This is an optimization exercise on Yosys and OpenROAD, whose aim is small area, not a production implementation.
In this exercise RTL edits were held to simulation tests only and were not proved equivalent to the original.
Power is estimated from default activity; no workload was simulated.

**flow/flow/run.sh**
```bash
#!/bin/bash
# The standard layout (the standard.sh), with three changes:
#  - after the standard synthesis, its combinational logic is mapped again by
#    ABC for area (reopt*.log, reopt_choice.log); every register instance is kept as it is, with
#    its name and cell type;
#  - the smallest buffer on the ports;
#  - a clock tree without dummy balancing loads.
set -euo pipefail
export BUFFER_PORTS_ARGS="-buffer_cell sky130_fd_sc_hd__buf_1"
export CTS_ARGS="-sink_clustering_enable -repair_clock_nets -sink_clustering_size 20 -sink_clustering_max_diameter 50 -buf_list sky130_fd_sc_hd__clkbuf_8 -dont_use_dummy_load"

bash standard.sh synth > standard_synth.log 2>&1

RES=$PWD/orfs/results/$FLOW_PLATFORM/sme/base
LIB=$FLOW_HOME/platforms/$FLOW_PLATFORM/lib/sky130_fd_sc_hd__tt_025C_1v80.lib
YOSYS=$FLOW_HOME/../tools/install/yosys/bin/yosys
[ -x "$YOSYS" ] || YOSYS=yosys

cp "$RES/1_2_yosys.v" "$RES/1_2_yosys_standard.v"
python3 flow/genmodels.py "$LIB" "$RES/1_2_yosys_standard.v" > cell_models.v 2> genmodels.log
# Map with a few ABC scripts and keep the smallest result.
best=""; best_area=""
for k in 1 2 3 4 5 6; do
cat > reopt$k.ys <<YS
read_verilog cell_models.v
read_verilog $RES/1_2_yosys_standard.v
hierarchy -top $FLOW_TOP
flatten
opt -purge
techmap
opt -fast -purge
abc -liberty $LIB -dont_use *lpflow* -dont_use *probe* -dont_use sky130_fd_sc_hd__conb_1 -script $PWD/flow/area$k.abc
opt_clean -purge
setundef -zero
splitnets
opt_clean -purge
hilomap -singleton -hicell sky130_fd_sc_hd__conb_1 HI -locell sky130_fd_sc_hd__conb_1 LO
opt_clean -purge
rename -hide w:*.*
tee -o reopt$k.stat stat -liberty $LIB
write_verilog -noattr -nohex -nodec $PWD/reopt$k.v
YS
"$YOSYS" -s reopt$k.ys > reopt$k.log 2>&1
area=$(grep "Chip area" reopt$k.stat | awk '{print $NF}')
echo "script $k: $area" >> reopt_choice.log
if [ -z "$best" ] || python3 -c "import sys; sys.exit(0 if float('$area') < float('$best_area') else 1)"; then
  best=$k; best_area=$area
fi
done
echo "using script $best" >> reopt_choice.log
cp reopt$best.v "$RES/1_2_yosys.v"

rm -f "$RES/1_synth.odb" "$RES/1_synth.sdc"
bash standard.sh > standard.log 2>&1
```
**flow/flow/area1.abc**
```
strash; dc2; dch -f; amap; topo
```
**flow/flow/area2.abc**
```
strash; ifraig; dc2; dch -f; amap; strash; dch -f; amap; topo
```
**flow/flow/area3.abc**
```
strash
ifraig
dc2
dch -f
amap -F 20 -A 40
topo
```
**flow/flow/area4.abc**
```
strash
ifraig
dc2
rewrite -z
refactor -z
resub -z
dch -f
amap -F 20 -A 40
topo
```
**flow/flow/area5.abc**
```
strash
ifraig
dc2
dch -f
amap -F 20 -A 40
strash
dch -f
amap -F 20 -A 40
topo
```
**flow/flow/area6.abc**
```
strash
ifraig
dc2
rewrite -z
refactor -z
resub -z
dch -f
amap -F 20 -A 40
strash
rewrite -z
refactor -z
resub -z
dch -f
amap -F 20 -A 40
topo
```
**flow/flow/genmodels.py**
```python
# Writes Verilog models of the liberty's combinational cells (from their
# function attributes) and blackbox stubs of its sequential cells, for the
# cells that a netlist uses. Usage: genmodels.py LIB NETLIST > models.v
import re,sys
lib=open(sys.argv[1]).read()
net=open(sys.argv[2]).read()
# split cells
cells={}
for m in re.finditer(r'\n\s*cell\s*\(\s*"?(\w+)"?\s*\)\s*\{',lib):
    cells[m.group(1)]=m.end()
names=list(cells)
used=set(re.findall(r'^\s*(\w+)\s+\S+\s*\(',net,re.M))
out=[]
def body(start):
    depth=1;i=start
    while depth:
        c=lib[i]
        if c=='{':depth+=1
        elif c=='}':depth-=1
        i+=1
    return lib[start:i]
for n in names:
    if used is not None and n not in used: continue
    b=body(cells[n])
    pins=[]
    for pm in re.finditer(r'\n\s*pin\s*\(\s*"?(\w+)"?\s*\)\s*\{',b):
        pb=b[pm.end():pm.end()+4000]
        d=re.search(r'direction\s*:\s*"?(\w+)"?',pb).group(1)
        f=re.search(r'\bfunction\s*:\s*"([^"]*)"',pb[:pb.find('\n        }') if '\n        }' in pb else 4000])
        pins.append((pm.group(1),d,f.group(1) if f else None))
    seq=('ff (' in b) or ('ff(' in b) or ('latch' in b) or ('statetable' in b)
    ports=[p for p,d,f in pins]
    decl=[]
    for p,d,f in pins:
        decl.append(('input ' if d=='input' else 'output ')+p+';')
    if seq or any(d=='output' and f is None for p,d,f in pins):
        out.append('(* blackbox *)\nmodule %s(%s);\n%s\nendmodule\n'%(n,', '.join(ports),'\n'.join(decl)))
        continue
    assigns=[]
    for p,d,f in pins:
        if d=='output':
            e=f.replace('!','~').replace('+','|').replace('*','&').replace('^','^')
            e=re.sub(r'\)\s*\(',')&(',e)
            e=re.sub(r'(\w)\s+(\w)',r'\1&\2',e)
            assigns.append('assign %s = %s;'%(p,e))
    out.append('module %s(%s);\n%s\n%s\nendmodule\n'%(n,', '.join(ports),'\n'.join(decl),'\n'.join(assigns)))
print('\n'.join(out))
```
**flow/standard.sh**
```bash
#!/bin/bash
# synth_recipe.tcl (not shown) runs the flow's synth.tcl, then flattens the netlist and writes it again
# the make line also repeats each setting of config.mk as NAME=value (left out here)
make -C /OpenROAD-flow-scripts/flow DESIGN_CONFIG=/design/flow/config.mk WORK_HOME=/design/flow/orfs CLKGATE_MAP_FILE= SYNTH_SCRIPT=/design/flow/synth_recipe.tcl "${@:-finish}"
```
**flow/config.mk**
```make
export PLATFORM = sky130hd
export DESIGN_NAME = sme
export DESIGN_NICKNAME = sme
export VERILOG_FILES = /design/flow/design.v
export SDC_FILE = /design/flow/constraint.sdc
export NUM_CORES = 4
export LEC_CHECK = 0
export CAP_MARGIN = 20
export CORE_MARGIN = 2
export CORE_UTILIZATION = 75
export CTS_BUF_LIST = sky130_fd_sc_hd__clkbuf_8
export CTS_CLUSTER_DIAMETER = 50
export CTS_CLUSTER_SIZE = 20
export SLEW_MARGIN = 20
```
**flow/constraint.sdc**
```tcl
create_clock -name core_clock -period 10.0 [get_ports {clk}]
set_input_delay 2.0000 -clock core_clock [delete_from_list [all_inputs] [get_ports {clk}]]
set_output_delay 2.0000 -clock core_clock [all_outputs]
set_load 0.01 [all_outputs]
```
**flow/design.v**
```verilog
package sme_pkg;
    typedef logic [7:0] char_t;
    localparam char_t char_any   = 8'h2E;  
    localparam char_t char_head  = 8'h5E;  
    localparam char_t char_tail  = 8'h24;  
    localparam char_t char_space = 8'h20;
    typedef enum logic [1:0] {
        st_idle = 2'd0,
        st_scan = 2'd1,
        st_done = 2'd2
    } engine_state_t;
endpackage
module sme #(
    parameter int max_string_len  = 32,
    parameter int max_pattern_len = 8
) (
    input  logic                                 clk,
    input  logic                                 reset,
    input  sme_pkg::char_t                       chardata,
    input  logic                                 isstring,
    input  logic                                 ispattern,
    output logic                                 valid,
    output logic                                 match,
    output logic [$clog2(max_string_len)-1:0]    match_index
);
    logic [8*32-1:0] ring;         
    logic            isstring_d;
    logic [5:0]      tlen;         
    logic [4:0]      pos;          
    wire       t_first = isstring & ~isstring_d;
    wire       t_wr    = isstring & (t_first | ~tlen[5]);
    wire [7:0] c       = ring[255:248];
    always_ff @(posedge clk) begin
        isstring_d <= isstring;
        ring       <= {ring[247:0], t_wr ? chardata : c};
    end
    wire [4:0] pos_n = t_first ? 5'd1 : pos + 5'd1;
    always_ff @(posedge clk or posedge reset) begin
        if (reset) pos <= '0;
        else       pos <= pos_n;
    end
    always_ff @(posedge clk or posedge reset) begin
        if (reset) begin
            tlen <= '0;
        end else if (t_wr) begin
            tlen <= {~t_first & (pos == 5'd31), pos_n};
        end
    end
    logic [63:0] pq;
    logic        ispattern_d;
    logic [3:0]  ns;               
    logic        head;             
    logic        tail;             
    logic [2:0]  a;                
    wire p_first = ispattern & ~ispattern_d;
    wire p_caret = (chardata == sme_pkg::char_head);
    wire p_more  = ~(ns[3] | (ns[2:0] == 3'd7 & head));    
    wire p_take  = ispattern & (p_first | p_more);
    wire p_store = p_take & ~(p_first & p_caret);
    wire p_fst   = p_store & (p_first | (ns == 4'd0));
    always_ff @(posedge clk) begin
        ispattern_d <= ispattern;
        pq <= {p_store ? (chardata ^ sme_pkg::char_any) : pq[7:0], pq[63:8]};
        a  <= p_fst ? 3'd7 : a - 3'd1;
        if (p_first) begin
            ns   <= {3'd0, ~p_caret};
            head <= p_caret;
        end else if (p_store) begin
            ns   <= ns + 4'd1;
        end
        if (p_take) tail <= (chardata == sme_pkg::char_tail);
    end
    wire       m0   = (ns == {3'd0, tail});         
    wire [3:0] m    = ns - {3'd0, tail};            
    wire [2:0] b    = a + m[2:0] - 3'd1;            
    logic       srch;              
    logic       started;           
    logic       xw;                
    logic       prev_sp;           
    logic       pend;              
    logic [7:0] d;                 
    wire run_end = ispattern_d & ~ispattern;
    wire active  = srch | run_end;
    wire step    = active & (started | (pos == 5'd0));
    wire bnd     = ({xw, pos} == tlen);       
    wire sp      = (c == sme_pkg::char_space);
    wire start   = ~head | prev_sp;
    logic [7:0] dn;
    logic       cc;
    always_comb begin
        cc = 1'b0;
        for (int j = 0; j < 8; j++) begin
            dn[j] = ((pq[8*j +: 8] == 8'd0) | (pq[8*j +: 8] == (c ^ sme_pkg::char_any))) &
                    ((a == 3'(j)) ? start : d[j]);
            cc = cc | (dn[j] & (b == 3'(j)));
        end
    end
    wire       pend_e = m0 ? start : pend;
    wire       hit    = tail ? (pend_e & (bnd | sp)) : (m0 ? start : (cc & ~bnd));
    wire       finish = step & (hit | bnd);
    always_ff @(posedge clk) begin
        d           <= step ? dn : 8'd0;
        pend        <= step & cc;
        prev_sp     <= step ? sp : 1'b1;
        xw          <= finish ? hit : (step & (xw | (pos == 5'd31)));
    end
    always_ff @(posedge clk or posedge reset) begin
        if (reset) begin
            srch    <= 1'b0;
            started <= 1'b0;
        end else begin
            srch    <= active & ~finish;
            started <= step;
        end
    end
    assign valid = started & ~srch;
    assign match = xw;
    assign match_index = (match & (ns != 4'd0)) ? (pos - {1'b0, ns}) : 5'd0;
endmodule
```
==> summary.txt <==
[worst max-delay path: cells and delay by family, from the launching register on]
| kind | cells | cell delay [ns] |
|---|---|---|
| AOI/OAI and AO/OA | 5 | 0.76 |
| DFF | 1 | 0.51 |
| and+or+nand+nor | 4 | 0.49 |
| buffers and inverters | 2 | 0.38 |
[power groups by stage]
stage                     clock [mW]  sequential [mW]  combinational [mW]
after floorplan                    0             1.69               0.198
after global placement             0             1.73               0.242
after detailed placement           0             1.74               0.261
after CTS                      0.597             1.71               0.266
after global routing           0.649             1.73               0.302
final                          0.589             1.72               0.273
[sequential cells by signal, summed over array words and instances, names as in the netlist]
register     cells
srch             1
a                3
xw               1
tlen             6
pos              5
isstring_d       1
tail             1
pend             1
started          1
head             1
prev_sp          1
d                8
ispattern_d      1
ring           256
ns               4
pq              64
[path summary, 6_finish.rpt]
path	end	cells past startpoint	slack, ns	start
setup / recovery	match_index[4]	11	5.33	ns[0]
hold / removal	ring[219]	0	0.29	ring[211]
setup reg to reg	srch	11	6.50	ring[249]
hold reg to reg	ring[219]	0	0.29	ring[211]
max in group asynchronous	tlen[1]	2	8.33	reset
min in group asynchronous	tlen[4]	2	1.40	reset
[metrics by stage]
| step | setup WS (ns) | util | cells |
|---|---|---|---|
| after CTS | 5.36 | 0.811 | 895 |
| after global routing | 5.12 | 0.811 | 895 |
| after floorplan | 6.20 | - | 707 |
| final | 5.33 | 0.811 | 895 |
| after global placement | 5.91 | 0.784 | 872 |
| after detailed placement | 5.69 | 0.784 | 872 |
[layout make-up]
class,count,share of cell area
clock buffers,23,0.0328
inverters,60,0.0233
multi-input cells,292,0.172
flip-flops and latches,355,0.746
well taps,147,0.0190
repair buffers,18,0.00700
[metal layers]
layer,part of all wire,track usage
met2,0.47,0.458
met5,0,0
met4,0.041,0.116
met1,0.41,0.367
met3,0.080,0.0498
==> results.ini <==
[layout]
finalInstanceArea_um2 = 9660
fin_nets = 762
layout_common_cells = 339 x dfxtp_1, 60 x clkinv_1, 58 x nor2_1, 37 x o21ai_0, 34 x nand2_1
n_antenna_cell = 0
drive_above_1_share = 0.0307
fillerInstances = 624
syn_to_final_growth_pct = 6.25
regArea_um2 = 7200
multi_input_area_um2 = 1660
layout.cells.most_common = dfxtp_1

[global_routing]
grt_pass1_wl_um = 28100
grt_max_degree = 21
antenna_found_initial = 0
gr-total-overflow = 0
grt_pass1_vias = 5519
track_usage = 0.278

[timing]
relSlewSlack = 0.473
setup_tns_ns = 0
report.final.hold_viol_count = 0
maxSlewViolCount = 0
fin_crit_ns = 4.67
setup_viol_count_final = 0
grt_setup_unrepaired = no
tightest_slew_ns = 0.789
clock-skew-final_ns = 0.0406
hold_ws_ns = 0.294
finalCritPeriodShare = 0.467
max_freq_mhz = 214

[floorplan]
core_area_um2 = 11900
fp.dieH_um = 114
die_x_um = 114
initial_core_util = 0.763
die_area_um2 = 13000
core.rowCount = 40
io_pins = 19

[routing]
route.detailed.drc = 0
drt-pass1-iter-count = 8
avgViaCountPerCell = 6.22
drt-total-wl_um = 17800
ant_nets = 0
post_drt_wl_per_cell_um = 19.9
drt_iter0_markers = 739
vias = 5566

[cts]
clk_path_buf_depth = 3
tritoncts = yes
ctsHoldBuffers = 0
post_cts_buffers = 0
h-tree-depth = 1
numCtsBuffers = 23
cts.sinks = 355
insertion_delay_ns = 0.54
clk_transition_reported_paths_ns = 0.11
ctsResizeCount = 0
cts_root_buf = clkbuf_8

[place]
gp_congestion = 0.864
port-buffer-count = 18
hpwl_um = 11700
dpl_cell_area_um2 = 9340

[power]
power.density_nw_per_um2 = 267
cellInternalPower_mw = 1.89
worst_ir_drop_vdd_mv = 0.192
leakage_nw = 3.76
swShare = 0.267
combPwrFrac = 0.106
power.switching_mw = 0.690
pwr-share-seq = 0.666
clock_power_share = 0.228
power_mw = 2.58

[logic_synthesis]
synth_nets = 719
syn_area_per_cell_um2 = 12.9
ys_warn_count = 1
synth_area_um2 = 9090
syn_inst = 707

[run]
drv_cap = 0

[worst_setup_path]
cp.arrival_ns = 2.67
cp-end-kind = primary output
critPathLaunchType = flop
cpMaxStageDelayCell = edfxtp_1
worstPathMaxFanout = 8
worst_path_most_repeated_cell = nor2_1
required_ns = 8.00
cp_slowest_stage_delay_ns = 0.51
critical_path_class = flop to primary output
path_cells = clkinv_1, nor2_1, o21ai_0, o21ai_0, nor2_1, a21oi_1, nor2_1, a21oi_1, nor2_1, a211oi_1, buf_1

[worst_hold_path]
hold_path.class = flop to flop

[outcome]
status = finished clean

## port drivers added, routing unchanged
In the flow no input, the clock included, has a driving cell. The finished layout below was timed again as built, in two steps.
Step 1, drivers: a clkbuf_16 drives clk and a buf_2 each remaining input, both assumed.
Step 2 also shifts input and output timing later by t, the mid clock arrival at the registers, as if the neighbouring blocks saw the same clock.
a / b / c = no drivers / after step 1 / after step 2; a / b = the first two.
t, ns: 0.554
setup WS [ns]: 5.327 / 5.289 / 5.714
worst setup path after step 2: input to register
pins driven straight from the clock port: 1
After both steps setup and hold are still met in this run. The setup slack of this run moves by -0.038 ns with the drivers and by +0.387 ns with both steps.
